Context: an optimization exercise on an open-source flow, tuned for small area and a short achievable clock period. The choices shown serve that exercise and are no tape-out recipe.
In this exercise RTL edits were held to simulation tests only and were not proved equivalent to the original.

`flow/config.mk`:
```
export PLATFORM = sky130hd
export DESIGN_NAME = qft3_top
export DESIGN_NICKNAME = qft3_top
export VERILOG_FILES = /design/flow/design.v
export SDC_FILE = /design/flow/constraint.sdc
export NUM_CORES = 4
export LEC_CHECK = 0
export CAP_MARGIN = 20
export CORE_MARGIN = 2
export CORE_UTILIZATION = 40
export CTS_CLUSTER_DIAMETER = 150
export CTS_CLUSTER_SIZE = 24
export SETUP_SLACK_MARGIN = 1.4
export SLEW_MARGIN = 20
```
`flow/constraint.sdc`:
```
create_clock -name core_clock -period 4.0 [get_ports {clk}]
set_input_delay 0.8000 -clock core_clock [delete_from_list [all_inputs] [get_ports {clk}]]
set_output_delay 0.8000 -clock core_clock [all_outputs]
set_load 0.01 [all_outputs]
```
`flow/design.v`:
```
package qft_pkg;
    localparam int AMP_W = 8;
endpackage
`timescale 1ns/1ps
module qft_add9
(
    input  logic [8:0] a,
    input  logic [8:0] b,
    input  logic       k,
    output logic [8:0] t
);
    assign t = a + b + 9'(k);
endmodule
module qft_pre
#(
    parameter bit NEG = 1'b0
) (
    input  logic [8:0]  t,
    output logic [11:0] s2,
    output logic [11:0] c2,
    output logic        hi,
    output logic        lo,
    output logic        m80
);
    logic [11:0] u, x2, x3, s1, c1;
    logic        ge187, le_m187;
    assign u  = {{3{t[8]}}, t};
    if (NEG) begin : g_neg
        assign x2 = {u[9:0], 2'b00};
        assign x3 = {~u[7:0], 4'b1111};
    end else begin : g_pos
        assign x2 = {u[10:0], 1'b0};
        assign x3 = {u[8:0], 3'b000};
    end
    assign s1 = u ^ x2 ^ x3;
    assign c1 = {((u[10:0] & x2[10:0]) | (x3[10:0] & (u[10:0] ^ x2[10:0]))), NEG};
    assign s2 = s1;
    assign c2 = c1;
    assign ge187   = ~t[8] & t[7] & (t[6] | (t[5] & t[4] & t[3] & (t[2] | (t[1] & t[0]))));
    assign le_m187 =  t[8] & ~t[7] & (~t[6] | (~t[5] & ~t[4] & ~t[3] & (~t[2] | ~t[1])));
    assign hi = NEG ? le_m187 : ge187;
    assign lo = NEG ? ge187 : le_m187;
    assign m80 = lo | (t[8:1] == 8'hA3);
endmodule
module qft_post
(
    input  logic [11:0] s2,
    input  logic [11:0] c2,
    input  logic        hi,
    input  logic        lo,
    output logic [7:0]  y
);
    logic [11:0] p;
    assign p = s2 + c2;
    assign y = hi ? 8'h7f : (lo ? 8'h80 : p[11:4]);
endmodule
module qft_scale
#(
    parameter bit NEG = 1'b0
) (
    input  logic [8:0] t,
    output logic [7:0] y,
    output logic       m80
);
    logic [11:0] s2, c2;
    logic        hi, lo;
    qft_pre #(.NEG(NEG)) u_pre (.t(t), .s2(s2), .c2(c2), .hi(hi), .lo(lo), .m80(m80));
    qft_post u_post (.s2(s2), .c2(c2), .hi(hi), .lo(lo), .y(y));
endmodule
module qft_bfly
#(
    parameter bit NEG = 1'b0
) (
    input  logic [8:0] a,
    input  logic [8:0] b,
    input  logic       k,
    output logic [7:0] y,
    output logic       m80
);
    logic [8:0] t;
    qft_add9 u_add (.a(a), .b(b), .k(k), .t(t));
    qft_scale #(.NEG(NEG)) u_scale (.t(t), .y(y), .m80(m80));
endmodule
`timescale 1ns/1ps
module qft3_top
(
    input  logic        clk,
    input  logic        rst_n,
    input  logic        valid_i,
    input  logic [63:0] re_i,
    input  logic [63:0] im_i,
    output logic        valid_o,
    output logic [63:0] re_o,
    output logic [63:0] im_o
);
    logic [7:0] v_q;
    always_ff @(posedge clk or negedge rst_n) begin
        if (!rst_n) v_q <= '0;
        else        v_q <= {v_q[6:0], valid_i};
    end
    assign valid_o = v_q[7];
    logic [7:0] x_re0, x_im0;
    logic [7:0] x_re1, x_im1;
    logic [7:0] x_re2, x_im2;
    logic [7:0] x_re3, x_im3;
    logic [7:0] x_re4, x_im4;
    logic [7:0] x_re5, x_im5;
    logic [7:0] x_re6, x_im6;
    logic [7:0] x_re7, x_im7;
    logic [7:0] u1_h2_re0;
    logic       u1_h2_re0_m80;
    logic [8:0] u1_h2_re0_t;
    logic [7:0] u2_h2_im0;
    logic       u2_h2_im0_m80;
    logic [8:0] u2_h2_im0_t;
    logic [7:0] u3_h2_re4;
    logic       u3_h2_re4_m80;
    logic [8:0] u3_h2_re4_t;
    logic [7:0] u4_h2_im4;
    logic       u4_h2_im4_m80;
    logic [8:0] u4_h2_im4_t;
    logic [7:0] u5_h2_re1;
    logic       u5_h2_re1_m80;
    logic [8:0] u5_h2_re1_t;
    logic [7:0] u6_h2_im1;
    logic       u6_h2_im1_m80;
    logic [8:0] u6_h2_im1_t;
    logic [7:0] u7_h2_re5;
    logic       u7_h2_re5_m80;
    logic [8:0] u7_h2_re5_t;
    logic [7:0] u8_h2_im5;
    logic       u8_h2_im5_m80;
    logic [8:0] u8_h2_im5_t;
    logic [7:0] u9_h2_re2;
    logic       u9_h2_re2_m80;
    logic [8:0] u9_h2_re2_t;
    logic [7:0] u10_h2_im2;
    logic       u10_h2_im2_m80;
    logic [8:0] u10_h2_im2_t;
    logic [7:0] u11_h2_re6;
    logic       u11_h2_re6_m80;
    logic [8:0] u11_h2_re6_t;
    logic [7:0] u12_h2_im6;
    logic       u12_h2_im6_m80;
    logic [8:0] u12_h2_im6_t;
    logic [7:0] u13_h2_re3;
    logic       u13_h2_re3_m80;
    logic [8:0] u13_h2_re3_t;
    logic [7:0] u14_h2_im3;
    logic       u14_h2_im3_m80;
    logic [8:0] u14_h2_im3_t;
    logic [7:0] u15_h2_re7;
    logic       u15_h2_re7_m80;
    logic [8:0] u15_h2_re7_t;
    logic [7:0] u16_h2_im7;
    logic       u16_h2_im7_m80;
    logic [8:0] u16_h2_im7_t;
    logic [7:0] u17_cp_re5;
    logic       u17_cp_re5_m80;
    logic [8:0] u17_cp_re5_t;
    logic [7:0] u18_cp_im5;
    logic       u18_cp_im5_m80;
    logic [8:0] u18_cp_im5_t;
    logic [7:0] u19_cp_re7;
    logic       u19_cp_re7_m80;
    logic [8:0] u19_cp_re7_t;
    logic [7:0] u20_cp_im7;
    logic       u20_cp_im7_m80;
    logic [8:0] u20_cp_im7_t;
    logic [7:0] u21_h1_re0;
    logic       u21_h1_re0_m80;
    logic [8:0] u21_h1_re0_t;
    logic [7:0] u22_h1_im0;
    logic       u22_h1_im0_m80;
    logic [8:0] u22_h1_im0_t;
    logic [7:0] u23_h1_re2;
    logic       u23_h1_re2_m80;
    logic [8:0] u23_h1_re2_t;
    logic [7:0] u24_h1_im2;
    logic       u24_h1_im2_m80;
    logic [8:0] u24_h1_im2_t;
    logic [7:0] u25_h1_re1;
    logic       u25_h1_re1_m80;
    logic [8:0] u25_h1_re1_t;
    logic [7:0] u26_h1_im1;
    logic       u26_h1_im1_m80;
    logic [8:0] u26_h1_im1_t;
    logic [7:0] u27_h1_re3;
    logic       u27_h1_re3_m80;
    logic [8:0] u27_h1_re3_t;
    logic [7:0] u28_h1_im3;
    logic       u28_h1_im3_m80;
    logic [8:0] u28_h1_im3_t;
    logic [7:0] u29_h1_re4;
    logic       u29_h1_re4_m80;
    logic [8:0] u29_h1_re4_t;
    logic [7:0] u30_h1_im4;
    logic       u30_h1_im4_m80;
    logic [8:0] u30_h1_im4_t;
    logic [7:0] u31_h1_re6;
    logic       u31_h1_re6_m80;
    logic [8:0] u31_h1_re6_t;
    logic [7:0] u32_h1_im6;
    logic       u32_h1_im6_m80;
    logic [8:0] u32_h1_im6_t;
    logic [7:0] u33_h1_re5;
    logic       u33_h1_re5_m80;
    logic [8:0] u33_h1_re5_t;
    logic [7:0] u34_h1_im5;
    logic       u34_h1_im5_m80;
    logic [8:0] u34_h1_im5_t;
    logic [7:0] u35_h1_re7;
    logic       u35_h1_re7_m80;
    logic [8:0] u35_h1_re7_t;
    logic [7:0] u36_h1_im7;
    logic       u36_h1_im7_m80;
    logic [8:0] u36_h1_im7_t;
    logic [7:0] u37_h0_re0;
    logic       u37_h0_re0_m80;
    logic [8:0] u37_h0_re0_t;
    logic [7:0] u38_h0_im0;
    logic       u38_h0_im0_m80;
    logic [8:0] u38_h0_im0_t;
    logic [7:0] u39_h0_re1;
    logic       u39_h0_re1_m80;
    logic [8:0] u39_h0_re1_t;
    logic [7:0] u40_h0_im1;
    logic       u40_h0_im1_m80;
    logic [8:0] u40_h0_im1_t;
    logic [7:0] u41_h0_re2;
    logic       u41_h0_re2_m80;
    logic [8:0] u41_h0_re2_t;
    logic [7:0] u42_h0_im2;
    logic       u42_h0_im2_m80;
    logic [8:0] u42_h0_im2_t;
    logic [7:0] u43_h0_re3;
    logic       u43_h0_re3_m80;
    logic [8:0] u43_h0_re3_t;
    logic [7:0] u44_h0_im3;
    logic       u44_h0_im3_m80;
    logic [8:0] u44_h0_im3_t;
    logic [7:0] u45_h0_re4;
    logic       u45_h0_re4_m80;
    logic [8:0] u45_h0_re4_t;
    logic [7:0] u46_h0_im4;
    logic       u46_h0_im4_m80;
    logic [8:0] u46_h0_im4_t;
    logic [7:0] u47_h0_re5;
    logic       u47_h0_re5_m80;
    logic [8:0] u47_h0_re5_t;
    logic [7:0] u48_h0_im5;
    logic       u48_h0_im5_m80;
    logic [8:0] u48_h0_im5_t;
    logic [7:0] u49_h0_re6;
    logic       u49_h0_re6_m80;
    logic [8:0] u49_h0_re6_t;
    logic [7:0] u50_h0_im6;
    logic       u50_h0_im6_m80;
    logic [8:0] u50_h0_im6_t;
    logic [7:0] u51_h0_re7;
    logic       u51_h0_re7_m80;
    logic [8:0] u51_h0_re7_t;
    logic [7:0] u52_h0_im7;
    logic       u52_h0_im7_m80;
    logic [8:0] u52_h0_im7_t;
    logic [8:0] u1_h2_re0_t_d1;
    logic [8:0] u2_h2_im0_t_d1;
    logic [8:0] u3_h2_re4_t_d1;
    logic [8:0] u4_h2_im4_t_d1;
    logic [8:0] u5_h2_re1_t_d1;
    logic [8:0] u6_h2_im1_t_d1;
    logic [8:0] u7_h2_re5_t_d1;
    logic [8:0] u8_h2_im5_t_d1;
    logic [8:0] u9_h2_re2_t_d1;
    logic [8:0] u10_h2_im2_t_d1;
    logic [8:0] u11_h2_re6_t_d1;
    logic [8:0] u12_h2_im6_t_d1;
    logic [8:0] u13_h2_re3_t_d1;
    logic [8:0] u14_h2_im3_t_d1;
    logic [8:0] u15_h2_re7_t_d1;
    logic [8:0] u16_h2_im7_t_d1;
    logic [7:0] u7_h2_re5_d2;
    logic [7:0] u8_h2_im5_d2;
    logic [8:0] u17_cp_re5_t_d3;
    logic [8:0] u18_cp_im5_t_d3;
    logic [7:0] u16_h2_im7_d2;
    logic       u16_h2_im7_m80_d2;
    logic [7:0] u15_h2_re7_d2;
    logic [8:0] u19_cp_re7_t_d3;
    logic [8:0] u20_cp_im7_t_d3;
    logic [7:0] u1_h2_re0_d2;
    logic [7:0] u1_h2_re0_d3;
    logic [7:0] u1_h2_re0_d4;
    logic [7:0] u9_h2_re2_d2;
    logic [7:0] u9_h2_re2_d3;
    logic [7:0] u9_h2_re2_d4;
    logic [8:0] u21_h1_re0_t_d5;
    logic [7:0] u2_h2_im0_d2;
    logic [7:0] u2_h2_im0_d3;
    logic [7:0] u2_h2_im0_d4;
    logic [7:0] u10_h2_im2_d2;
    logic [7:0] u10_h2_im2_d3;
    logic [7:0] u10_h2_im2_d4;
    logic [8:0] u22_h1_im0_t_d5;
    logic [8:0] u23_h1_re2_t_d5;
    logic [8:0] u24_h1_im2_t_d5;
    logic [7:0] u5_h2_re1_d2;
    logic [7:0] u5_h2_re1_d3;
    logic [7:0] u5_h2_re1_d4;
    logic [7:0] u13_h2_re3_d2;
    logic [7:0] u13_h2_re3_d3;
    logic [7:0] u13_h2_re3_d4;
    logic [8:0] u25_h1_re1_t_d5;
    logic [7:0] u6_h2_im1_d2;
    logic [7:0] u6_h2_im1_d3;
    logic [7:0] u6_h2_im1_d4;
    logic [7:0] u14_h2_im3_d2;
    logic [7:0] u14_h2_im3_d3;
    logic [7:0] u14_h2_im3_d4;
    logic [8:0] u26_h1_im1_t_d5;
    logic [8:0] u27_h1_re3_t_d5;
    logic [8:0] u28_h1_im3_t_d5;
    logic [7:0] u3_h2_re4_d2;
    logic [7:0] u3_h2_re4_d3;
    logic [7:0] u3_h2_re4_d4;
    logic [7:0] u12_h2_im6_d2;
    logic [7:0] u12_h2_im6_d3;
    logic [7:0] u12_h2_im6_d4;
    logic       u12_h2_im6_m80_d2;
    logic       u12_h2_im6_m80_d3;
    logic       u12_h2_im6_m80_d4;
    logic [8:0] u29_h1_re4_t_d5;
    logic [7:0] u4_h2_im4_d2;
    logic [7:0] u4_h2_im4_d3;
    logic [7:0] u4_h2_im4_d4;
    logic [7:0] u11_h2_re6_d2;
    logic [7:0] u11_h2_re6_d3;
    logic [7:0] u11_h2_re6_d4;
    logic [8:0] u30_h1_im4_t_d5;
    logic [8:0] u31_h1_re6_t_d5;
    logic [8:0] u32_h1_im6_t_d5;
    logic [7:0] u17_cp_re5_d4;
    logic [7:0] u19_cp_re7_d4;
    logic [8:0] u33_h1_re5_t_d5;
    logic [7:0] u18_cp_im5_d4;
    logic [7:0] u20_cp_im7_d4;
    logic [8:0] u34_h1_im5_t_d5;
    logic [8:0] u35_h1_re7_t_d5;
    logic [8:0] u36_h1_im7_t_d5;
    logic [7:0] u21_h1_re0_d6;
    logic [7:0] u25_h1_re1_d6;
    logic [8:0] u37_h0_re0_t_d7;
    logic [7:0] u22_h1_im0_d6;
    logic [7:0] u26_h1_im1_d6;
    logic [8:0] u38_h0_im0_t_d7;
    logic [8:0] u39_h0_re1_t_d7;
    logic [8:0] u40_h0_im1_t_d7;
    logic [7:0] u23_h1_re2_d6;
    logic [7:0] u28_h1_im3_d6;
    logic       u28_h1_im3_m80_d6;
    logic [8:0] u41_h0_re2_t_d7;
    logic [7:0] u24_h1_im2_d6;
    logic [7:0] u27_h1_re3_d6;
    logic [8:0] u42_h0_im2_t_d7;
    logic [8:0] u43_h0_re3_t_d7;
    logic [8:0] u44_h0_im3_t_d7;
    logic [7:0] u29_h1_re4_d6;
    logic [7:0] u33_h1_re5_d6;
    logic [8:0] u45_h0_re4_t_d7;
    logic [7:0] u30_h1_im4_d6;
    logic [7:0] u34_h1_im5_d6;
    logic [8:0] u46_h0_im4_t_d7;
    logic [8:0] u47_h0_re5_t_d7;
    logic [8:0] u48_h0_im5_t_d7;
    logic [7:0] u31_h1_re6_d6;
    logic [7:0] u36_h1_im7_d6;
    logic       u36_h1_im7_m80_d6;
    logic [8:0] u49_h0_re6_t_d7;
    logic [7:0] u32_h1_im6_d6;
    logic [7:0] u35_h1_re7_d6;
    logic [8:0] u50_h0_im6_t_d7;
    logic [8:0] u51_h0_re7_t_d7;
    logic [8:0] u52_h0_im7_t_d7;
    logic [7:0] u37_h0_re0_d8;
    logic [7:0] u38_h0_im0_d8;
    logic [7:0] u45_h0_re4_d8;
    logic [7:0] u46_h0_im4_d8;
    logic [7:0] u41_h0_re2_d8;
    logic [7:0] u42_h0_im2_d8;
    logic [7:0] u49_h0_re6_d8;
    logic [7:0] u50_h0_im6_d8;
    logic [7:0] u39_h0_re1_d8;
    logic [7:0] u40_h0_im1_d8;
    logic [7:0] u47_h0_re5_d8;
    logic [7:0] u48_h0_im5_d8;
    logic [7:0] u43_h0_re3_d8;
    logic [7:0] u44_h0_im3_d8;
    logic [7:0] u51_h0_re7_d8;
    logic [7:0] u52_h0_im7_d8;
    assign x_re0 = re_i[7:0];
    assign x_im0 = im_i[7:0];
    assign x_re1 = re_i[15:8];
    assign x_im1 = im_i[15:8];
    assign x_re2 = re_i[23:16];
    assign x_im2 = im_i[23:16];
    assign x_re3 = re_i[31:24];
    assign x_im3 = im_i[31:24];
    assign x_re4 = re_i[39:32];
    assign x_im4 = im_i[39:32];
    assign x_re5 = re_i[47:40];
    assign x_im5 = im_i[47:40];
    assign x_re6 = re_i[55:48];
    assign x_im6 = im_i[55:48];
    assign x_re7 = re_i[63:56];
    assign x_im7 = im_i[63:56];
    qft_add9 u_u1_h2_re0_a (.a({x_re0[7], x_re0}), .b({x_re4[7], x_re4}), .k(1'b0), .t(u1_h2_re0_t));
    qft_scale #(.NEG(0)) u_u1_h2_re0_s (.t(u1_h2_re0_t_d1), .y(u1_h2_re0), .m80(u1_h2_re0_m80));
    qft_add9 u_u2_h2_im0_a (.a({x_im0[7], x_im0}), .b({x_im4[7], x_im4}), .k(1'b0), .t(u2_h2_im0_t));
    qft_scale #(.NEG(0)) u_u2_h2_im0_s (.t(u2_h2_im0_t_d1), .y(u2_h2_im0), .m80(u2_h2_im0_m80));
    qft_add9 u_u3_h2_re4_a (.a({x_re0[7], x_re0}), .b(~{x_re4[7], x_re4}), .k(1'b1), .t(u3_h2_re4_t));
    qft_scale #(.NEG(0)) u_u3_h2_re4_s (.t(u3_h2_re4_t_d1), .y(u3_h2_re4), .m80(u3_h2_re4_m80));
    qft_add9 u_u4_h2_im4_a (.a({x_im0[7], x_im0}), .b(~{x_im4[7], x_im4}), .k(1'b1), .t(u4_h2_im4_t));
    qft_scale #(.NEG(0)) u_u4_h2_im4_s (.t(u4_h2_im4_t_d1), .y(u4_h2_im4), .m80(u4_h2_im4_m80));
    qft_add9 u_u5_h2_re1_a (.a({x_re1[7], x_re1}), .b({x_re5[7], x_re5}), .k(1'b0), .t(u5_h2_re1_t));
    qft_scale #(.NEG(0)) u_u5_h2_re1_s (.t(u5_h2_re1_t_d1), .y(u5_h2_re1), .m80(u5_h2_re1_m80));
    qft_add9 u_u6_h2_im1_a (.a({x_im1[7], x_im1}), .b({x_im5[7], x_im5}), .k(1'b0), .t(u6_h2_im1_t));
    qft_scale #(.NEG(0)) u_u6_h2_im1_s (.t(u6_h2_im1_t_d1), .y(u6_h2_im1), .m80(u6_h2_im1_m80));
    qft_add9 u_u7_h2_re5_a (.a({x_re1[7], x_re1}), .b(~{x_re5[7], x_re5}), .k(1'b1), .t(u7_h2_re5_t));
    qft_scale #(.NEG(0)) u_u7_h2_re5_s (.t(u7_h2_re5_t_d1), .y(u7_h2_re5), .m80(u7_h2_re5_m80));
    qft_add9 u_u8_h2_im5_a (.a({x_im1[7], x_im1}), .b(~{x_im5[7], x_im5}), .k(1'b1), .t(u8_h2_im5_t));
    qft_scale #(.NEG(0)) u_u8_h2_im5_s (.t(u8_h2_im5_t_d1), .y(u8_h2_im5), .m80(u8_h2_im5_m80));
    qft_add9 u_u9_h2_re2_a (.a({x_re2[7], x_re2}), .b({x_re6[7], x_re6}), .k(1'b0), .t(u9_h2_re2_t));
    qft_scale #(.NEG(0)) u_u9_h2_re2_s (.t(u9_h2_re2_t_d1), .y(u9_h2_re2), .m80(u9_h2_re2_m80));
    qft_add9 u_u10_h2_im2_a (.a({x_im2[7], x_im2}), .b({x_im6[7], x_im6}), .k(1'b0), .t(u10_h2_im2_t));
    qft_scale #(.NEG(0)) u_u10_h2_im2_s (.t(u10_h2_im2_t_d1), .y(u10_h2_im2), .m80(u10_h2_im2_m80));
    qft_add9 u_u11_h2_re6_a (.a({x_re2[7], x_re2}), .b(~{x_re6[7], x_re6}), .k(1'b1), .t(u11_h2_re6_t));
    qft_scale #(.NEG(0)) u_u11_h2_re6_s (.t(u11_h2_re6_t_d1), .y(u11_h2_re6), .m80(u11_h2_re6_m80));
    qft_add9 u_u12_h2_im6_a (.a({x_im2[7], x_im2}), .b(~{x_im6[7], x_im6}), .k(1'b1), .t(u12_h2_im6_t));
    qft_scale #(.NEG(0)) u_u12_h2_im6_s (.t(u12_h2_im6_t_d1), .y(u12_h2_im6), .m80(u12_h2_im6_m80));
    qft_add9 u_u13_h2_re3_a (.a({x_re3[7], x_re3}), .b({x_re7[7], x_re7}), .k(1'b0), .t(u13_h2_re3_t));
    qft_scale #(.NEG(0)) u_u13_h2_re3_s (.t(u13_h2_re3_t_d1), .y(u13_h2_re3), .m80(u13_h2_re3_m80));
    qft_add9 u_u14_h2_im3_a (.a({x_im3[7], x_im3}), .b({x_im7[7], x_im7}), .k(1'b0), .t(u14_h2_im3_t));
    qft_scale #(.NEG(0)) u_u14_h2_im3_s (.t(u14_h2_im3_t_d1), .y(u14_h2_im3), .m80(u14_h2_im3_m80));
    qft_add9 u_u15_h2_re7_a (.a({x_re3[7], x_re3}), .b(~{x_re7[7], x_re7}), .k(1'b1), .t(u15_h2_re7_t));
    qft_scale #(.NEG(0)) u_u15_h2_re7_s (.t(u15_h2_re7_t_d1), .y(u15_h2_re7), .m80(u15_h2_re7_m80));
    qft_add9 u_u16_h2_im7_a (.a({x_im3[7], x_im3}), .b(~{x_im7[7], x_im7}), .k(1'b1), .t(u16_h2_im7_t));
    qft_scale #(.NEG(0)) u_u16_h2_im7_s (.t(u16_h2_im7_t_d1), .y(u16_h2_im7), .m80(u16_h2_im7_m80));
    qft_add9 u_u17_cp_re5_a (.a({u7_h2_re5_d2[7], u7_h2_re5_d2}), .b(~{u8_h2_im5_d2[7], u8_h2_im5_d2}), .k(1'b1), .t(u17_cp_re5_t));
    qft_scale #(.NEG(0)) u_u17_cp_re5_s (.t(u17_cp_re5_t_d3), .y(u17_cp_re5), .m80(u17_cp_re5_m80));
    qft_add9 u_u18_cp_im5_a (.a({u7_h2_re5_d2[7], u7_h2_re5_d2}), .b({u8_h2_im5_d2[7], u8_h2_im5_d2}), .k(1'b0), .t(u18_cp_im5_t));
    qft_scale #(.NEG(0)) u_u18_cp_im5_s (.t(u18_cp_im5_t_d3), .y(u18_cp_im5), .m80(u18_cp_im5_m80));
    qft_add9 u_u19_cp_re7_a (.a({u16_h2_im7_d2[7], u16_h2_im7_d2}), .b({u15_h2_re7_d2[7], u15_h2_re7_d2}), .k(u16_h2_im7_m80_d2), .t(u19_cp_re7_t));
    qft_scale #(.NEG(1)) u_u19_cp_re7_s (.t(u19_cp_re7_t_d3), .y(u19_cp_re7), .m80(u19_cp_re7_m80));
    qft_add9 u_u20_cp_im7_a (.a(~{u16_h2_im7_d2[7], u16_h2_im7_d2}), .b({u15_h2_re7_d2[7], u15_h2_re7_d2}), .k(~u16_h2_im7_m80_d2), .t(u20_cp_im7_t));
    qft_scale #(.NEG(0)) u_u20_cp_im7_s (.t(u20_cp_im7_t_d3), .y(u20_cp_im7), .m80(u20_cp_im7_m80));
    qft_add9 u_u21_h1_re0_a (.a({u1_h2_re0_d4[7], u1_h2_re0_d4}), .b({u9_h2_re2_d4[7], u9_h2_re2_d4}), .k(1'b0), .t(u21_h1_re0_t));
    qft_scale #(.NEG(0)) u_u21_h1_re0_s (.t(u21_h1_re0_t_d5), .y(u21_h1_re0), .m80(u21_h1_re0_m80));
    qft_add9 u_u22_h1_im0_a (.a({u2_h2_im0_d4[7], u2_h2_im0_d4}), .b({u10_h2_im2_d4[7], u10_h2_im2_d4}), .k(1'b0), .t(u22_h1_im0_t));
    qft_scale #(.NEG(0)) u_u22_h1_im0_s (.t(u22_h1_im0_t_d5), .y(u22_h1_im0), .m80(u22_h1_im0_m80));
    qft_add9 u_u23_h1_re2_a (.a({u1_h2_re0_d4[7], u1_h2_re0_d4}), .b(~{u9_h2_re2_d4[7], u9_h2_re2_d4}), .k(1'b1), .t(u23_h1_re2_t));
    qft_scale #(.NEG(0)) u_u23_h1_re2_s (.t(u23_h1_re2_t_d5), .y(u23_h1_re2), .m80(u23_h1_re2_m80));
    qft_add9 u_u24_h1_im2_a (.a({u2_h2_im0_d4[7], u2_h2_im0_d4}), .b(~{u10_h2_im2_d4[7], u10_h2_im2_d4}), .k(1'b1), .t(u24_h1_im2_t));
    qft_scale #(.NEG(0)) u_u24_h1_im2_s (.t(u24_h1_im2_t_d5), .y(u24_h1_im2), .m80(u24_h1_im2_m80));
    qft_add9 u_u25_h1_re1_a (.a({u5_h2_re1_d4[7], u5_h2_re1_d4}), .b({u13_h2_re3_d4[7], u13_h2_re3_d4}), .k(1'b0), .t(u25_h1_re1_t));
    qft_scale #(.NEG(0)) u_u25_h1_re1_s (.t(u25_h1_re1_t_d5), .y(u25_h1_re1), .m80(u25_h1_re1_m80));
    qft_add9 u_u26_h1_im1_a (.a({u6_h2_im1_d4[7], u6_h2_im1_d4}), .b({u14_h2_im3_d4[7], u14_h2_im3_d4}), .k(1'b0), .t(u26_h1_im1_t));
    qft_scale #(.NEG(0)) u_u26_h1_im1_s (.t(u26_h1_im1_t_d5), .y(u26_h1_im1), .m80(u26_h1_im1_m80));
    qft_add9 u_u27_h1_re3_a (.a({u5_h2_re1_d4[7], u5_h2_re1_d4}), .b(~{u13_h2_re3_d4[7], u13_h2_re3_d4}), .k(1'b1), .t(u27_h1_re3_t));
    qft_scale #(.NEG(0)) u_u27_h1_re3_s (.t(u27_h1_re3_t_d5), .y(u27_h1_re3), .m80(u27_h1_re3_m80));
    qft_add9 u_u28_h1_im3_a (.a({u6_h2_im1_d4[7], u6_h2_im1_d4}), .b(~{u14_h2_im3_d4[7], u14_h2_im3_d4}), .k(1'b1), .t(u28_h1_im3_t));
    qft_scale #(.NEG(0)) u_u28_h1_im3_s (.t(u28_h1_im3_t_d5), .y(u28_h1_im3), .m80(u28_h1_im3_m80));
    qft_add9 u_u29_h1_re4_a (.a({u3_h2_re4_d4[7], u3_h2_re4_d4}), .b(~{u12_h2_im6_d4[7], u12_h2_im6_d4}), .k(~u12_h2_im6_m80_d4), .t(u29_h1_re4_t));
    qft_scale #(.NEG(0)) u_u29_h1_re4_s (.t(u29_h1_re4_t_d5), .y(u29_h1_re4), .m80(u29_h1_re4_m80));
    qft_add9 u_u30_h1_im4_a (.a({u4_h2_im4_d4[7], u4_h2_im4_d4}), .b({u11_h2_re6_d4[7], u11_h2_re6_d4}), .k(1'b0), .t(u30_h1_im4_t));
    qft_scale #(.NEG(0)) u_u30_h1_im4_s (.t(u30_h1_im4_t_d5), .y(u30_h1_im4), .m80(u30_h1_im4_m80));
    qft_add9 u_u31_h1_re6_a (.a({u3_h2_re4_d4[7], u3_h2_re4_d4}), .b({u12_h2_im6_d4[7], u12_h2_im6_d4}), .k(u12_h2_im6_m80_d4), .t(u31_h1_re6_t));
    qft_scale #(.NEG(0)) u_u31_h1_re6_s (.t(u31_h1_re6_t_d5), .y(u31_h1_re6), .m80(u31_h1_re6_m80));
    qft_add9 u_u32_h1_im6_a (.a({u4_h2_im4_d4[7], u4_h2_im4_d4}), .b(~{u11_h2_re6_d4[7], u11_h2_re6_d4}), .k(1'b1), .t(u32_h1_im6_t));
    qft_scale #(.NEG(0)) u_u32_h1_im6_s (.t(u32_h1_im6_t_d5), .y(u32_h1_im6), .m80(u32_h1_im6_m80));
    qft_add9 u_u33_h1_re5_a (.a({u17_cp_re5_d4[7], u17_cp_re5_d4}), .b({u19_cp_re7_d4[7], u19_cp_re7_d4}), .k(1'b0), .t(u33_h1_re5_t));
    qft_scale #(.NEG(0)) u_u33_h1_re5_s (.t(u33_h1_re5_t_d5), .y(u33_h1_re5), .m80(u33_h1_re5_m80));
    qft_add9 u_u34_h1_im5_a (.a({u18_cp_im5_d4[7], u18_cp_im5_d4}), .b({u20_cp_im7_d4[7], u20_cp_im7_d4}), .k(1'b0), .t(u34_h1_im5_t));
    qft_scale #(.NEG(0)) u_u34_h1_im5_s (.t(u34_h1_im5_t_d5), .y(u34_h1_im5), .m80(u34_h1_im5_m80));
    qft_add9 u_u35_h1_re7_a (.a({u17_cp_re5_d4[7], u17_cp_re5_d4}), .b(~{u19_cp_re7_d4[7], u19_cp_re7_d4}), .k(1'b1), .t(u35_h1_re7_t));
    qft_scale #(.NEG(0)) u_u35_h1_re7_s (.t(u35_h1_re7_t_d5), .y(u35_h1_re7), .m80(u35_h1_re7_m80));
    qft_add9 u_u36_h1_im7_a (.a({u18_cp_im5_d4[7], u18_cp_im5_d4}), .b(~{u20_cp_im7_d4[7], u20_cp_im7_d4}), .k(1'b1), .t(u36_h1_im7_t));
    qft_scale #(.NEG(0)) u_u36_h1_im7_s (.t(u36_h1_im7_t_d5), .y(u36_h1_im7), .m80(u36_h1_im7_m80));
    qft_add9 u_u37_h0_re0_a (.a({u21_h1_re0_d6[7], u21_h1_re0_d6}), .b({u25_h1_re1_d6[7], u25_h1_re1_d6}), .k(1'b0), .t(u37_h0_re0_t));
    qft_scale #(.NEG(0)) u_u37_h0_re0_s (.t(u37_h0_re0_t_d7), .y(u37_h0_re0), .m80(u37_h0_re0_m80));
    qft_add9 u_u38_h0_im0_a (.a({u22_h1_im0_d6[7], u22_h1_im0_d6}), .b({u26_h1_im1_d6[7], u26_h1_im1_d6}), .k(1'b0), .t(u38_h0_im0_t));
    qft_scale #(.NEG(0)) u_u38_h0_im0_s (.t(u38_h0_im0_t_d7), .y(u38_h0_im0), .m80(u38_h0_im0_m80));
    qft_add9 u_u39_h0_re1_a (.a({u21_h1_re0_d6[7], u21_h1_re0_d6}), .b(~{u25_h1_re1_d6[7], u25_h1_re1_d6}), .k(1'b1), .t(u39_h0_re1_t));
    qft_scale #(.NEG(0)) u_u39_h0_re1_s (.t(u39_h0_re1_t_d7), .y(u39_h0_re1), .m80(u39_h0_re1_m80));
    qft_add9 u_u40_h0_im1_a (.a({u22_h1_im0_d6[7], u22_h1_im0_d6}), .b(~{u26_h1_im1_d6[7], u26_h1_im1_d6}), .k(1'b1), .t(u40_h0_im1_t));
    qft_scale #(.NEG(0)) u_u40_h0_im1_s (.t(u40_h0_im1_t_d7), .y(u40_h0_im1), .m80(u40_h0_im1_m80));
    qft_add9 u_u41_h0_re2_a (.a({u23_h1_re2_d6[7], u23_h1_re2_d6}), .b(~{u28_h1_im3_d6[7], u28_h1_im3_d6}), .k(~u28_h1_im3_m80_d6), .t(u41_h0_re2_t));
    qft_scale #(.NEG(0)) u_u41_h0_re2_s (.t(u41_h0_re2_t_d7), .y(u41_h0_re2), .m80(u41_h0_re2_m80));
    qft_add9 u_u42_h0_im2_a (.a({u24_h1_im2_d6[7], u24_h1_im2_d6}), .b({u27_h1_re3_d6[7], u27_h1_re3_d6}), .k(1'b0), .t(u42_h0_im2_t));
    qft_scale #(.NEG(0)) u_u42_h0_im2_s (.t(u42_h0_im2_t_d7), .y(u42_h0_im2), .m80(u42_h0_im2_m80));
    qft_add9 u_u43_h0_re3_a (.a({u23_h1_re2_d6[7], u23_h1_re2_d6}), .b({u28_h1_im3_d6[7], u28_h1_im3_d6}), .k(u28_h1_im3_m80_d6), .t(u43_h0_re3_t));
    qft_scale #(.NEG(0)) u_u43_h0_re3_s (.t(u43_h0_re3_t_d7), .y(u43_h0_re3), .m80(u43_h0_re3_m80));
    qft_add9 u_u44_h0_im3_a (.a({u24_h1_im2_d6[7], u24_h1_im2_d6}), .b(~{u27_h1_re3_d6[7], u27_h1_re3_d6}), .k(1'b1), .t(u44_h0_im3_t));
    qft_scale #(.NEG(0)) u_u44_h0_im3_s (.t(u44_h0_im3_t_d7), .y(u44_h0_im3), .m80(u44_h0_im3_m80));
    qft_add9 u_u45_h0_re4_a (.a({u29_h1_re4_d6[7], u29_h1_re4_d6}), .b({u33_h1_re5_d6[7], u33_h1_re5_d6}), .k(1'b0), .t(u45_h0_re4_t));
    qft_scale #(.NEG(0)) u_u45_h0_re4_s (.t(u45_h0_re4_t_d7), .y(u45_h0_re4), .m80(u45_h0_re4_m80));
    qft_add9 u_u46_h0_im4_a (.a({u30_h1_im4_d6[7], u30_h1_im4_d6}), .b({u34_h1_im5_d6[7], u34_h1_im5_d6}), .k(1'b0), .t(u46_h0_im4_t));
    qft_scale #(.NEG(0)) u_u46_h0_im4_s (.t(u46_h0_im4_t_d7), .y(u46_h0_im4), .m80(u46_h0_im4_m80));
    qft_add9 u_u47_h0_re5_a (.a({u29_h1_re4_d6[7], u29_h1_re4_d6}), .b(~{u33_h1_re5_d6[7], u33_h1_re5_d6}), .k(1'b1), .t(u47_h0_re5_t));
    qft_scale #(.NEG(0)) u_u47_h0_re5_s (.t(u47_h0_re5_t_d7), .y(u47_h0_re5), .m80(u47_h0_re5_m80));
    qft_add9 u_u48_h0_im5_a (.a({u30_h1_im4_d6[7], u30_h1_im4_d6}), .b(~{u34_h1_im5_d6[7], u34_h1_im5_d6}), .k(1'b1), .t(u48_h0_im5_t));
    qft_scale #(.NEG(0)) u_u48_h0_im5_s (.t(u48_h0_im5_t_d7), .y(u48_h0_im5), .m80(u48_h0_im5_m80));
    qft_add9 u_u49_h0_re6_a (.a({u31_h1_re6_d6[7], u31_h1_re6_d6}), .b(~{u36_h1_im7_d6[7], u36_h1_im7_d6}), .k(~u36_h1_im7_m80_d6), .t(u49_h0_re6_t));
    qft_scale #(.NEG(0)) u_u49_h0_re6_s (.t(u49_h0_re6_t_d7), .y(u49_h0_re6), .m80(u49_h0_re6_m80));
    qft_add9 u_u50_h0_im6_a (.a({u32_h1_im6_d6[7], u32_h1_im6_d6}), .b({u35_h1_re7_d6[7], u35_h1_re7_d6}), .k(1'b0), .t(u50_h0_im6_t));
    qft_scale #(.NEG(0)) u_u50_h0_im6_s (.t(u50_h0_im6_t_d7), .y(u50_h0_im6), .m80(u50_h0_im6_m80));
    qft_add9 u_u51_h0_re7_a (.a({u31_h1_re6_d6[7], u31_h1_re6_d6}), .b({u36_h1_im7_d6[7], u36_h1_im7_d6}), .k(u36_h1_im7_m80_d6), .t(u51_h0_re7_t));
    qft_scale #(.NEG(0)) u_u51_h0_re7_s (.t(u51_h0_re7_t_d7), .y(u51_h0_re7), .m80(u51_h0_re7_m80));
    qft_add9 u_u52_h0_im7_a (.a({u32_h1_im6_d6[7], u32_h1_im6_d6}), .b(~{u35_h1_re7_d6[7], u35_h1_re7_d6}), .k(1'b1), .t(u52_h0_im7_t));
    qft_scale #(.NEG(0)) u_u52_h0_im7_s (.t(u52_h0_im7_t_d7), .y(u52_h0_im7), .m80(u52_h0_im7_m80));
    assign re_o[7:0] = u37_h0_re0_d8;
    assign im_o[7:0] = u38_h0_im0_d8;
    assign re_o[15:8] = u45_h0_re4_d8;
    assign im_o[15:8] = u46_h0_im4_d8;
    assign re_o[23:16] = u41_h0_re2_d8;
    assign im_o[23:16] = u42_h0_im2_d8;
    assign re_o[31:24] = u49_h0_re6_d8;
    assign im_o[31:24] = u50_h0_im6_d8;
    assign re_o[39:32] = u39_h0_re1_d8;
    assign im_o[39:32] = u40_h0_im1_d8;
    assign re_o[47:40] = u47_h0_re5_d8;
    assign im_o[47:40] = u48_h0_im5_d8;
    assign re_o[55:48] = u43_h0_re3_d8;
    assign im_o[55:48] = u44_h0_im3_d8;
    assign re_o[63:56] = u51_h0_re7_d8;
    assign im_o[63:56] = u52_h0_im7_d8;
    always_ff @(posedge clk) begin
        u1_h2_re0_t_d1 <= u1_h2_re0_t;
        u2_h2_im0_t_d1 <= u2_h2_im0_t;
        u3_h2_re4_t_d1 <= u3_h2_re4_t;
        u4_h2_im4_t_d1 <= u4_h2_im4_t;
        u5_h2_re1_t_d1 <= u5_h2_re1_t;
        u6_h2_im1_t_d1 <= u6_h2_im1_t;
        u7_h2_re5_t_d1 <= u7_h2_re5_t;
        u8_h2_im5_t_d1 <= u8_h2_im5_t;
        u9_h2_re2_t_d1 <= u9_h2_re2_t;
        u10_h2_im2_t_d1 <= u10_h2_im2_t;
        u11_h2_re6_t_d1 <= u11_h2_re6_t;
        u12_h2_im6_t_d1 <= u12_h2_im6_t;
        u13_h2_re3_t_d1 <= u13_h2_re3_t;
        u14_h2_im3_t_d1 <= u14_h2_im3_t;
        u15_h2_re7_t_d1 <= u15_h2_re7_t;
        u16_h2_im7_t_d1 <= u16_h2_im7_t;
        u7_h2_re5_d2 <= u7_h2_re5;
        u8_h2_im5_d2 <= u8_h2_im5;
        u17_cp_re5_t_d3 <= u17_cp_re5_t;
        u18_cp_im5_t_d3 <= u18_cp_im5_t;
        u16_h2_im7_d2 <= u16_h2_im7;
        u16_h2_im7_m80_d2 <= u16_h2_im7_m80;
        u15_h2_re7_d2 <= u15_h2_re7;
        u19_cp_re7_t_d3 <= u19_cp_re7_t;
        u20_cp_im7_t_d3 <= u20_cp_im7_t;
        u1_h2_re0_d2 <= u1_h2_re0;
        u1_h2_re0_d3 <= u1_h2_re0_d2;
        u1_h2_re0_d4 <= u1_h2_re0_d3;
        u9_h2_re2_d2 <= u9_h2_re2;
        u9_h2_re2_d3 <= u9_h2_re2_d2;
        u9_h2_re2_d4 <= u9_h2_re2_d3;
        u21_h1_re0_t_d5 <= u21_h1_re0_t;
        u2_h2_im0_d2 <= u2_h2_im0;
        u2_h2_im0_d3 <= u2_h2_im0_d2;
        u2_h2_im0_d4 <= u2_h2_im0_d3;
        u10_h2_im2_d2 <= u10_h2_im2;
        u10_h2_im2_d3 <= u10_h2_im2_d2;
        u10_h2_im2_d4 <= u10_h2_im2_d3;
        u22_h1_im0_t_d5 <= u22_h1_im0_t;
        u23_h1_re2_t_d5 <= u23_h1_re2_t;
        u24_h1_im2_t_d5 <= u24_h1_im2_t;
        u5_h2_re1_d2 <= u5_h2_re1;
        u5_h2_re1_d3 <= u5_h2_re1_d2;
        u5_h2_re1_d4 <= u5_h2_re1_d3;
        u13_h2_re3_d2 <= u13_h2_re3;
        u13_h2_re3_d3 <= u13_h2_re3_d2;
        u13_h2_re3_d4 <= u13_h2_re3_d3;
        u25_h1_re1_t_d5 <= u25_h1_re1_t;
        u6_h2_im1_d2 <= u6_h2_im1;
        u6_h2_im1_d3 <= u6_h2_im1_d2;
        u6_h2_im1_d4 <= u6_h2_im1_d3;
        u14_h2_im3_d2 <= u14_h2_im3;
        u14_h2_im3_d3 <= u14_h2_im3_d2;
        u14_h2_im3_d4 <= u14_h2_im3_d3;
        u26_h1_im1_t_d5 <= u26_h1_im1_t;
        u27_h1_re3_t_d5 <= u27_h1_re3_t;
        u28_h1_im3_t_d5 <= u28_h1_im3_t;
        u3_h2_re4_d2 <= u3_h2_re4;
        u3_h2_re4_d3 <= u3_h2_re4_d2;
        u3_h2_re4_d4 <= u3_h2_re4_d3;
        u12_h2_im6_d2 <= u12_h2_im6;
        u12_h2_im6_d3 <= u12_h2_im6_d2;
        u12_h2_im6_d4 <= u12_h2_im6_d3;
        u12_h2_im6_m80_d2 <= u12_h2_im6_m80;
        u12_h2_im6_m80_d3 <= u12_h2_im6_m80_d2;
        u12_h2_im6_m80_d4 <= u12_h2_im6_m80_d3;
        u29_h1_re4_t_d5 <= u29_h1_re4_t;
        u4_h2_im4_d2 <= u4_h2_im4;
        u4_h2_im4_d3 <= u4_h2_im4_d2;
        u4_h2_im4_d4 <= u4_h2_im4_d3;
        u11_h2_re6_d2 <= u11_h2_re6;
        u11_h2_re6_d3 <= u11_h2_re6_d2;
        u11_h2_re6_d4 <= u11_h2_re6_d3;
        u30_h1_im4_t_d5 <= u30_h1_im4_t;
        u31_h1_re6_t_d5 <= u31_h1_re6_t;
        u32_h1_im6_t_d5 <= u32_h1_im6_t;
        u17_cp_re5_d4 <= u17_cp_re5;
        u19_cp_re7_d4 <= u19_cp_re7;
        u33_h1_re5_t_d5 <= u33_h1_re5_t;
        u18_cp_im5_d4 <= u18_cp_im5;
        u20_cp_im7_d4 <= u20_cp_im7;
        u34_h1_im5_t_d5 <= u34_h1_im5_t;
        u35_h1_re7_t_d5 <= u35_h1_re7_t;
        u36_h1_im7_t_d5 <= u36_h1_im7_t;
        u21_h1_re0_d6 <= u21_h1_re0;
        u25_h1_re1_d6 <= u25_h1_re1;
        u37_h0_re0_t_d7 <= u37_h0_re0_t;
        u22_h1_im0_d6 <= u22_h1_im0;
        u26_h1_im1_d6 <= u26_h1_im1;
        u38_h0_im0_t_d7 <= u38_h0_im0_t;
        u39_h0_re1_t_d7 <= u39_h0_re1_t;
        u40_h0_im1_t_d7 <= u40_h0_im1_t;
        u23_h1_re2_d6 <= u23_h1_re2;
        u28_h1_im3_d6 <= u28_h1_im3;
        u28_h1_im3_m80_d6 <= u28_h1_im3_m80;
        u41_h0_re2_t_d7 <= u41_h0_re2_t;
        u24_h1_im2_d6 <= u24_h1_im2;
        u27_h1_re3_d6 <= u27_h1_re3;
        u42_h0_im2_t_d7 <= u42_h0_im2_t;
        u43_h0_re3_t_d7 <= u43_h0_re3_t;
        u44_h0_im3_t_d7 <= u44_h0_im3_t;
        u29_h1_re4_d6 <= u29_h1_re4;
        u33_h1_re5_d6 <= u33_h1_re5;
        u45_h0_re4_t_d7 <= u45_h0_re4_t;
        u30_h1_im4_d6 <= u30_h1_im4;
        u34_h1_im5_d6 <= u34_h1_im5;
        u46_h0_im4_t_d7 <= u46_h0_im4_t;
        u47_h0_re5_t_d7 <= u47_h0_re5_t;
        u48_h0_im5_t_d7 <= u48_h0_im5_t;
        u31_h1_re6_d6 <= u31_h1_re6;
        u36_h1_im7_d6 <= u36_h1_im7;
        u36_h1_im7_m80_d6 <= u36_h1_im7_m80;
        u49_h0_re6_t_d7 <= u49_h0_re6_t;
        u32_h1_im6_d6 <= u32_h1_im6;
        u35_h1_re7_d6 <= u35_h1_re7;
        u50_h0_im6_t_d7 <= u50_h0_im6_t;
        u51_h0_re7_t_d7 <= u51_h0_re7_t;
        u52_h0_im7_t_d7 <= u52_h0_im7_t;
        u37_h0_re0_d8 <= u37_h0_re0;
        u38_h0_im0_d8 <= u38_h0_im0;
        u45_h0_re4_d8 <= u45_h0_re4;
        u46_h0_im4_d8 <= u46_h0_im4;
        u41_h0_re2_d8 <= u41_h0_re2;
        u42_h0_im2_d8 <= u42_h0_im2;
        u49_h0_re6_d8 <= u49_h0_re6;
        u50_h0_im6_d8 <= u50_h0_im6;
        u39_h0_re1_d8 <= u39_h0_re1;
        u40_h0_im1_d8 <= u40_h0_im1;
        u47_h0_re5_d8 <= u47_h0_re5;
        u48_h0_im5_d8 <= u48_h0_im5;
        u43_h0_re3_d8 <= u43_h0_re3;
        u44_h0_im3_d8 <= u44_h0_im3;
        u51_h0_re7_d8 <= u51_h0_re7;
        u52_h0_im7_d8 <= u52_h0_im7;
    end
endmodule
```
`flow/run.sh`:
```
#!/bin/bash
# synth_recipe.tcl (not shown) runs the flow's synth.tcl, then flattens the netlist and writes it again
# the make line also repeats each setting of config.mk as NAME=value (left out here)
make -C /OpenROAD-flow-scripts/flow DESIGN_CONFIG=/design/flow/config.mk WORK_HOME=/design/flow/orfs CLKGATE_MAP_FILE= SYNTH_SCRIPT=/design/flow/synth_recipe.tcl finish
```
==> flow_summary.yaml, run 1 <==
status:
  status: "timing/DRC/antenna clean"
clock_tree:
  numCtsBuffers: 51
  clkSlewWorstSetupHoldPaths_ps: 100
  tritoncts: "built"
  cts-root-buf: "clkbuf_16"
  clockBufferDepth: 3
  cts.sinks: 1068
  clock_latency_ps: 690
  htreeDepth: 2
  hold_buffers: 0
logic_synthesis:
  ys_top_cells_by_area: "dfxtp_1, ha_1, fa_1"
  yosys.area.top_type_share_pct: 31.9
  ys_seq_area_share_pct: 32.2
  synth_ff_type: "dfxtp_1"
  synth_area_per_cell_um2: 10.0
  yosysWarnings: 1
  yosysMostFrequentCell: "ha_1"
  netlist_instances: 6653
  yosysUniqueCellTypes: 62
  synth_nets: 8251
  synth_edf_count: 0
  ys_async_sr_fraction_pct: 0.749
  netlist_area_mm2: 0.0666
  synth_common_cells: "ha_1, dfxtp_1, inv_1"
  synth_top_area_cell: "dfxtp_1"
  yosys_register_bits: 1068
layout:
  drive_gt1_share_pct: 4.57
  fin_util_pct: 44.6
  syn2layout_area_growth_pct: 10.5
  nets: 8525
  antenna_cells: 0
floorplan:
  ios: 260
  die_area_mm2: 0.170
  initial_core_util_pct: 40.3
  fp-row-count: 149
  chipHeight_um: 412
  core_area_mm2: 0.165
  die_w_um: 412
critical_path:
  cp.arrival_ps: 3110
  worstPathMaxFanout: 5
  end_kind: "flop"
  startpoint_type: "flop"
  crit_type: "flop to flop"
  required_ps: 4560
timing:
  setup_viol: 0
  max_freq_mhz: 391
  finalCriticalPeriod_ps: 2560
  fin_setup_tns_ps: 0
  hold_violations: 0
  rsz0062_at_grt: "yes"
  tightestPinTransition_ps: 725
  slew_viol_final: 0
  finalClockSkew_ps: 19.8
  max-slew-margin-rel_pct: 51.6
  timing.final.crit_share_pct: 63.9
routing:
  vias: 44580
  drt_iter0_markers: 1815
  drc: 0
  drt-pass1-iter-count: 5
  antenna_left: 0
  wl_per_cell_um: 14.4
  vias_per_cell: 4.89
  drt_wl_total_mm: 131
placement:
  numPortBuffers: 259
  gp_congestion: 0.859
  hpwlAfterDp_mm: 109
global_route:
  grt_overflow: 0
  grt_max_degree: 26
  grt_usage_pct: 15.3
  grt_pass1_wl_mm: 218
  grt_pass1_vias: 43961
  antenna_found_initial: 6
flow_run:
  max_cap_violations: 0
min_path:
  hold_class: "flop to flop"
## metal layers
metal | vias up | share of wire, % | GRT usage (%)
li1 | 23181 | - | -
met1 | 20855 | 50 | 21.4
met2 | 433 | 45 | 25.3
met3 | 111 | 2.8 | 1.67
met4 | 0 | 1.8 | 3.15
met5 | - | 0 | 0
## critical path, stage by stage (launching register included)
cell and delay [ps]:
dfxtp_2 410, fa_1 430, ha_1 300, a41o_1 220, o21ba_1 250, a41o_1 300, a21oi_2 180, nor2_1 60
o31a_1 290
## layout make-up
class / instances / area [µm²]
Tap cell: 2189 / 2740
Inverter: 726 / 2730
Timing Repair Buffer: 265 / 2640
Sequential cell: 1068 / 21600
Multi-Input combinational cell: 4815 / 42500
Fill cell: 15825 / 91600
Clock buffer: 52 / 1280
Clock inverter: 7 / 93.8
## repair_timing
action                                  in CTS  in global routing
buffers inserted                             0                  2
endpoints found under the setup margin      40                125
pin swaps                                    0                 12
gates cloned                                 0                  0
hold endpoints to repair                     0                  0
resized for setup                           36                174
## worst paths after layout
path / startpoint / to / slack, ps / cells past startpoint
worst max-delay path: u31_h1_re6_t_d5[3] / u31_h1_re6_d6[7] / 1440 / 8
worst min-delay path: u1_h2_re0_d3[6] / u1_h2_re0_d4[6] / 320 / 0
worst max register to register: u31_h1_re6_t_d5[3] / u31_h1_re6_d6[7] / 1440 / 8
worst min register to register: u1_h2_re0_d3[6] / u1_h2_re0_d4[6] / 320 / 0
max in group asynchronous: rst_n / v_q[6] / 3400 / 1
min in group asynchronous: rst_n / v_q[7] / 360 / 1
## stage by stage
stage | setup WS [ps] | hold WS (ps) | cells | cell area [µm²]
finish | 1440 | 321 | 9122 | 73600
global route | 1290 | 327 | 9122 | 73600
CTS | 1400 | 305 | 9120 | 73300
detailed placement | 1060 | 312 | 9061 | 71800
global placement | 1060 | 311 | 9061 | 71800
floorplan | 1570 | 310 | 6653 | 66600
## kinds of logic after synthesis
group	Yosys count	synth area share, %
AOI/OAI and AO/OA	1701	16.3
adders and majority gates	1467	31.7
xor gates and xnor gates	612	8.05
buffers and inverters	770	4.34
DFF	1068	32.2
and+or+nand+nor	1035	7.44
## layout by cell type (no fill, tap or decap), types with 78 or more instances in the layout
cell type        count
nor2b_1            129
nand2_1            247
dfxtp_2            141
o21ai_0            501
nor2_1             335
nand2b_1            78
xnor2_1            354
clkdlybuf4s50_1    259
inv_1              726
ha_1              1095
o21bai_1           116
xor2_1             258
fa_1               372
a21oi_1            420
dfxtp_1            906
==> run 2: changes to the inputs <==
--- a/flow/config.mk
+++ b/flow/config.mk
@@ -10,5 +10,5 @@
 export CORE_UTILIZATION = 40
 export CTS_CLUSTER_DIAMETER = 150
 export CTS_CLUSTER_SIZE = 24
-export SETUP_SLACK_MARGIN = 1.4
+export SETUP_SLACK_MARGIN = 1.6
 export SLEW_MARGIN = 20
==> flow_summary.yaml, run 2 <==
status:
  status: "timing/DRC/antenna clean"
placement:
  gp_congestion: 0.863
  hpwlAfterDp_mm: 109
  placedCellCount: 9062
  numPortBuffers: 259
  place_ws_ps: 1080
floorplan:
  die_w_um: 412
  chipHeight_um: 412
  initial_core_util_pct: 40.3
  ios: 260
  fp-row-count: 149
  die_area_mm2: 0.170
  core_area_mm2: 0.165
critical_path:
  path_cells: "fa_1, ha_1, a41o_1, o21ba_4, a41o_1, a21oi_2, nor2_1, o31a_1"
  timing.critical_path.mode_cell: "a41o_1"
  path_buf_inv: 0
  crit_type: "flop to flop"
  end_kind: "flop"
  cp.arrival_ps: 2980
  crit_family: "compound AO/OA/AOI/OAI gates"
  cp_slowest_cell: "fa_1"
  worst_path_largest_cell_delay_ps: 470
  required_ps: 4540
  startpoint_type: "flop"
  worstPathMaxFanout: 5
logic_synthesis:
  yosysMostFrequentCell: "ha_1"
  yosysWarnings: 1
  netlist_instances: 6653
  synth_edf_count: 0
  yosys.area.top_type_share_pct: 31.9
  ys_seq_area_share_pct: 32.2
  synth_top_area_cell: "dfxtp_1"
  synth_nets: 8251
  synth_ff_type: "dfxtp_1"
  netlist_area_mm2: 0.0666
  yosysUniqueCellTypes: 62
  synth_common_cells: "ha_1, dfxtp_1, inv_1"
  ys_async_sr_fraction_pct: 0.749
  yosys_register_bits: 1068
  synth_area_per_cell_um2: 10.0
  ys_top_cells_by_area: "dfxtp_1, ha_1, fa_1"
min_path:
  hold_class: "flop to flop"
timing:
  finalCriticalPeriod_ps: 2440
  hold_violations: 0
  rsz0062_at_grt: "yes"
  timing.final.crit_share_pct: 61.1
  finalClockSkew_ps: 54.8
  layout_setup_ws_ps: 1560
  fin_setup_tns_ps: 0
  max-slew-margin-rel_pct: 17.9
  slew_viol_final: 0
  tightestPinTransition_ps: 1220
  setup_viol: 0
  max_freq_mhz: 409
clock_tree:
  cts.sinks: 1068
  tritoncts: "built"
  clkSlewWorstSetupHoldPaths_ps: 110
  numCtsBuffers: 50
  htreeDepth: 2
  clockBufferDepth: 3
  hold_buffers: 0
  cts-root-buf: "clkbuf_16"
  clock_latency_ps: 700
routing:
  antenna_left: 0
  drc: 0
  drt_iter0_markers: 2070
  drt-pass1-iter-count: 7
  drt_wl_total_mm: 136
  vias: 45502
  vias_per_cell: 4.93
  wl_per_cell_um: 14.7
layout:
  mostFrequentLayoutCell: "ha_1"
  antenna_cells: 0
  fin_cells: 9237
  nets: 8644
  layout_common_cells: "ha_1, dfxtp_1, inv_1"
  drive_gt1_share_pct: 10.7
  syn2layout_area_growth_pct: 14.3
global_route:
  antenna_found_initial: 5
  grt_pass1_vias: 45010
  grt_max_degree: 26
  grt_overflow: 0
  grt_usage_pct: 15.6
  grt_pass1_wl_mm: 222
flow_run:
  max_cap_violations: 0
run 2: cell counts after synthesis:
No cell type changed its count.
run 2: area by class of cell:
class / instances / area [µm²]
fill: 15713 / 89100
tap: 2189 / 2740
inverter: 726 / 2730
timing repair buffer: 385 / 3500
sequential: 1068 / 22100
clock buffer: 52 / 1270
multi-input combinational: 4815 / 43800
clock inverter: 2 / 27.5
run 2: layer usage:
layer	share of wire (%)	vias up	wire length, µm	global-route usage [%]
met5	0	-	0	0
met4	2.3	0	3190	3.86
met3	2.9	132	3910	1.75
met2	46	501	62200	26.1
met1	49	21450	66600	21.3
li1	-	23419	-	-
run 2: final timing paths:
path	start	endpoint	slack, ps	cells after the start
min	u14_h2_im3_d3[0]	u14_h2_im3_d4[0]	300	0
max in group asynchronous	rst_n	v_q[4]	3370	1
max reg2reg	u32_h1_im6_t_d5[0]	u32_h1_im6_d6[7]	1560	8
min in group asynchronous	rst_n	v_q[7]	380	1
max	u32_h1_im6_t_d5[0]	u32_h1_im6_d6[7]	1560	8
min reg2reg	u14_h2_im3_d3[0]	u14_h2_im3_d4[0]	300	0
run 2: cells by family after synthesis:
kind of cell             after synthesis  share of synthesized area (%)
AO/OA/AOI/OAI                       1701                           16.3
adder cells (fa/ha/maj)             1467                           31.7
flip-flops                          1068                           32.2
AND/OR/NAND/NOR                     1035                           7.44
buffers and inverters                770                           4.34
XOR/XNOR                             612                           8.05
run 2: per-stage QoR:
step                hold WS, ps  util, %  instance area (µm²)
floorplan                   310        -                66600
global placement            310     43.5                71800
detailed placement          312     43.5                71800
CTS                         299     45.0                74400
global route                318     46.1                76100
finish                      303     46.1                76100
run 2: what timing repair did:
action | in CTS | in global routing
pin swaps | 66 | 183
hold endpoints to repair | 0 | 0
endpoints found under the setup margin | 248 | 206
setup buffers | 54 | 67
resized for setup | 435 | 368
==> run 3: changes to the inputs <==
==> flow/flow/run.sh (new file) <==
#!/bin/bash
# Standard layout, but with the smallest buffer on the ports. Each tool's output goes to its own log here.
set -euo pipefail
export BUFFER_PORTS_ARGS="-buffer_cell sky130_fd_sc_hd__buf_1"
bash standard.sh synth > synth.log 2>&1
bash standard.sh finish > layout.log 2>&1
==> flow/standard.sh (new file) <==
#!/bin/bash
# synth_recipe.tcl (not shown) runs the flow's synth.tcl, then flattens the netlist and writes it again
# the make line also repeats each setting of config.mk as NAME=value (left out here)
make -C /OpenROAD-flow-scripts/flow DESIGN_CONFIG=/design/flow/config.mk WORK_HOME=/design/flow/orfs CLKGATE_MAP_FILE= SYNTH_SCRIPT=/design/flow/synth_recipe.tcl "${@:-finish}"
removed: flow/run.sh
==> flow_summary.yaml, run 3 <==
routing:
  vias: 45251
  drt-pass1-iter-count: 5
  drt_wl_total_mm: 135
  vias_per_cell: 4.91
  wl_per_cell_um: 14.6
  drt_iter0_markers: 1877
  antenna_left: 0
  drc: 0
logic_synthesis:
  ys_async_sr_fraction_pct: 0.749
  netlist_area_mm2: 0.0666
  synth_compound_area_share_pct: 16.3
  synth_common_cells: "ha_1, dfxtp_1, inv_1"
  synth_simple_gate_area_share_pct: 7.44
  yosysUniqueCellTypes: 62
  ys_seq_area_share_pct: 32.2
  yosysMostFrequentCell: "ha_1"
  yosys_register_bits: 1068
  netlist_instances: 6653
  synth_top_area_cell: "dfxtp_1"
  synth_area_per_cell_um2: 10.0
  yosys.area.top_type_share_pct: 31.9
  synthMuxAreaShare_pct: 0
  ys_top_cells_by_area: "dfxtp_1, ha_1, fa_1"
  yosysWarnings: 1
  synth_top_family_by_area: "adder cells"
  yosys.area_share.adder_pct: 31.7
  synth_edf_count: 0
  synth_nets: 8251
  synth_ff_type: "dfxtp_1"
  synthXorXnorAreaFrac_pct: 8.05
global_route:
  grt_max_degree: 26
  grt_usage_pct: 15.4
  grt_pass1_vias: 44138
  grt_pass1_wl_mm: 219
  grt_overflow: 0
  antenna_found_initial: 7
timing:
  fin_setup_tns_ps: 0
  hold_slack_ps: 213
  rsz0062_at_grt: "yes"
  finalClockSkew_ps: 23.0
  tightestPinTransition_ps: 830
  slew_viol_final: 0
  finalCriticalPeriod_ps: 2390
  max-slew-margin-rel_pct: 44.5
  max_freq_mhz: 418
  hold_violations: 0
  timing.final.crit_share_pct: 59.8
  setup_viol: 0
flow_run:
  max_cap_violations: 0
floorplan:
  die_w_um: 412
  ios: 260
  chipHeight_um: 412
  initial_core_util_pct: 40.3
  die_area_mm2: 0.170
  fp-row-count: 149
  core_area_mm2: 0.165
clock_tree:
  numCtsBuffers: 50
  cts-root-buf: "clkbuf_16"
  clock_latency_ps: 700
  cts.sinks: 1068
  htreeDepth: 2
  clkSlewWorstSetupHoldPaths_ps: 100
  tritoncts: "built"
  clockBufferDepth: 3
layout:
  drive_gt1_share_pct: 10.0
  nFillCells: 15737
  nets: 8625
  mostFrequentLayoutCell: "ha_1"
  fin_util_pct: 45.0
  final_area_mm2: 0.0743
  layout_common_cells: "ha_1, dfxtp_1, inv_1"
  syn2layout_area_growth_pct: 11.6
critical_path:
  worstPathMaxFanout: 3
  startpoint_type: "flop"
  required_ps: 4560
  end_kind: "flop"
  cp.arrival_ps: 2960
  reg2reg_setup_slack_ps: 1610
  crit_type: "flop to flop"
placement:
  numPortBuffers: 259
  placed_cell_area_mm2: 0.0702
  hpwlAfterDp_mm: 108
  gp_congestion: 0.860
min_path:
  hold_class: "input pin to flop"
status:
  status: "timing/DRC/antenna clean"
-- run 3: cell types whose count changed in the layout (fill, tap and decap cells not counted), sizes merged --
cell and change:
inv +1, dlygate4sd2 -69, buf +239, clkdlybuf4s50 -182
clkinv +1, clkbuf -1, dlymetal6s2s -8, dlygate4sd3 +1
diode +2
-- run 3: worst max-delay path: stages, from the launching register on --
cell     delay (ps)
dfxtp_4         360
buf_4           150
fa_1            540
ha_1            230
a41o_1          200
nand4_1         150
buf_4           140
nand2_2          60
a21oi_2         170
xor2_1          150
o21ai_0          90
-- run 3: metal layers --
layer  vias up  GRT usage, %  routed length (µm)
met5         -             0                  65
met4        10          3.63                3080
met3       128          2.06                4280
met2       483          25.3               61100
met1     21276          21.4               66400
li1      23354             -                   -
-- run 3: final timing paths --
path | cells after the start | end | startpoint
max | 10 | u22_h1_im0_d6[4] | u24_h1_im2_t_d5[0]
min | 1 | v_q[0] | valid_i
max reg2reg | 10 | u22_h1_im0_d6[4] | u24_h1_im2_t_d5[0]
min reg2reg | 0 | u1_h2_re0_d4[2] | u1_h2_re0_d3[2]
max in group asynchronous | 2 | v_q[5] | rst_n
min in group asynchronous | 2 | v_q[3] | rst_n
-- run 3: cells by family after synthesis --
kind of cell / Yosys count
simple gates: 1035
xor+xnor: 612
compound gates: 1701
fa+ha+maj: 1467
buf+inv: 770
flops: 1068
-- run 3: what timing repair did --
item	in CTS	in global routing
hold endpoints to repair	8	0
setup buffers	37	64
pin swaps	56	143
hold buffers	1	0
setup endpoints to repair	165	191
gates resized for setup	315	363
-- run 3: layout make-up --
type / count / area [µm²] / share of cell area (%)
multi-input combinational: 4815 / 43700 / 58.8
clock buffer: 51 / 1250 / 1.69
tap: 2189 / 2740 / 3.68
inverter: 726 / 2730 / 3.67
timing repair buffer: 366 / 1790 / 2.41
antenna: 2 / 5.00 / 0.00673
sequential: 1068 / 22100 / 29.7
clock inverter: 4 / 50.0 / 0.0673
-- run 3: metrics by stage --
step | cells | setup slack, ps
global route | 9219 | 1480
detailed placement | 9062 | 1290
floorplan | 6653 | 1600
finish | 9221 | 1610
CTS | 9155 | 1540
global placement | 9062 | 1370

-- afterwards: timing with drivers on the ports --
How much do the figures lean on ideal ports? The routed layouts below were timed once more, with nothing changed but the port constraints.
Step 1, drivers: a clkbuf_16 drives clk and a buf_2 each remaining input, both assumed.
Step 2 also shifts input and output timing later by t, the mid clock arrival at the registers, as if the neighbouring blocks saw the same clock.
Slacks: ideal ports / drivers / drivers and shift; pairs: ideal ports / drivers.
run	shift t [ns]	slack for setup (ns)	worst setup path after step 2	worst slew at a driven data input, ns	pins driven straight from the clock port
run 1	0.756	1.443 / 1.443 / 1.028	input to register	0.07	1
run 2	0.748	1.556 / 1.556 / 1.037	input to register	0.06	1
run 3	0.756	1.608 / 1.608 / 1.371	input to register	0.08	1
After both steps setup and hold are still met in every run listed. For run 2, which loses most, drivers alone change the setup slack by 0.000 ns; drivers and shift together by -0.519 ns.
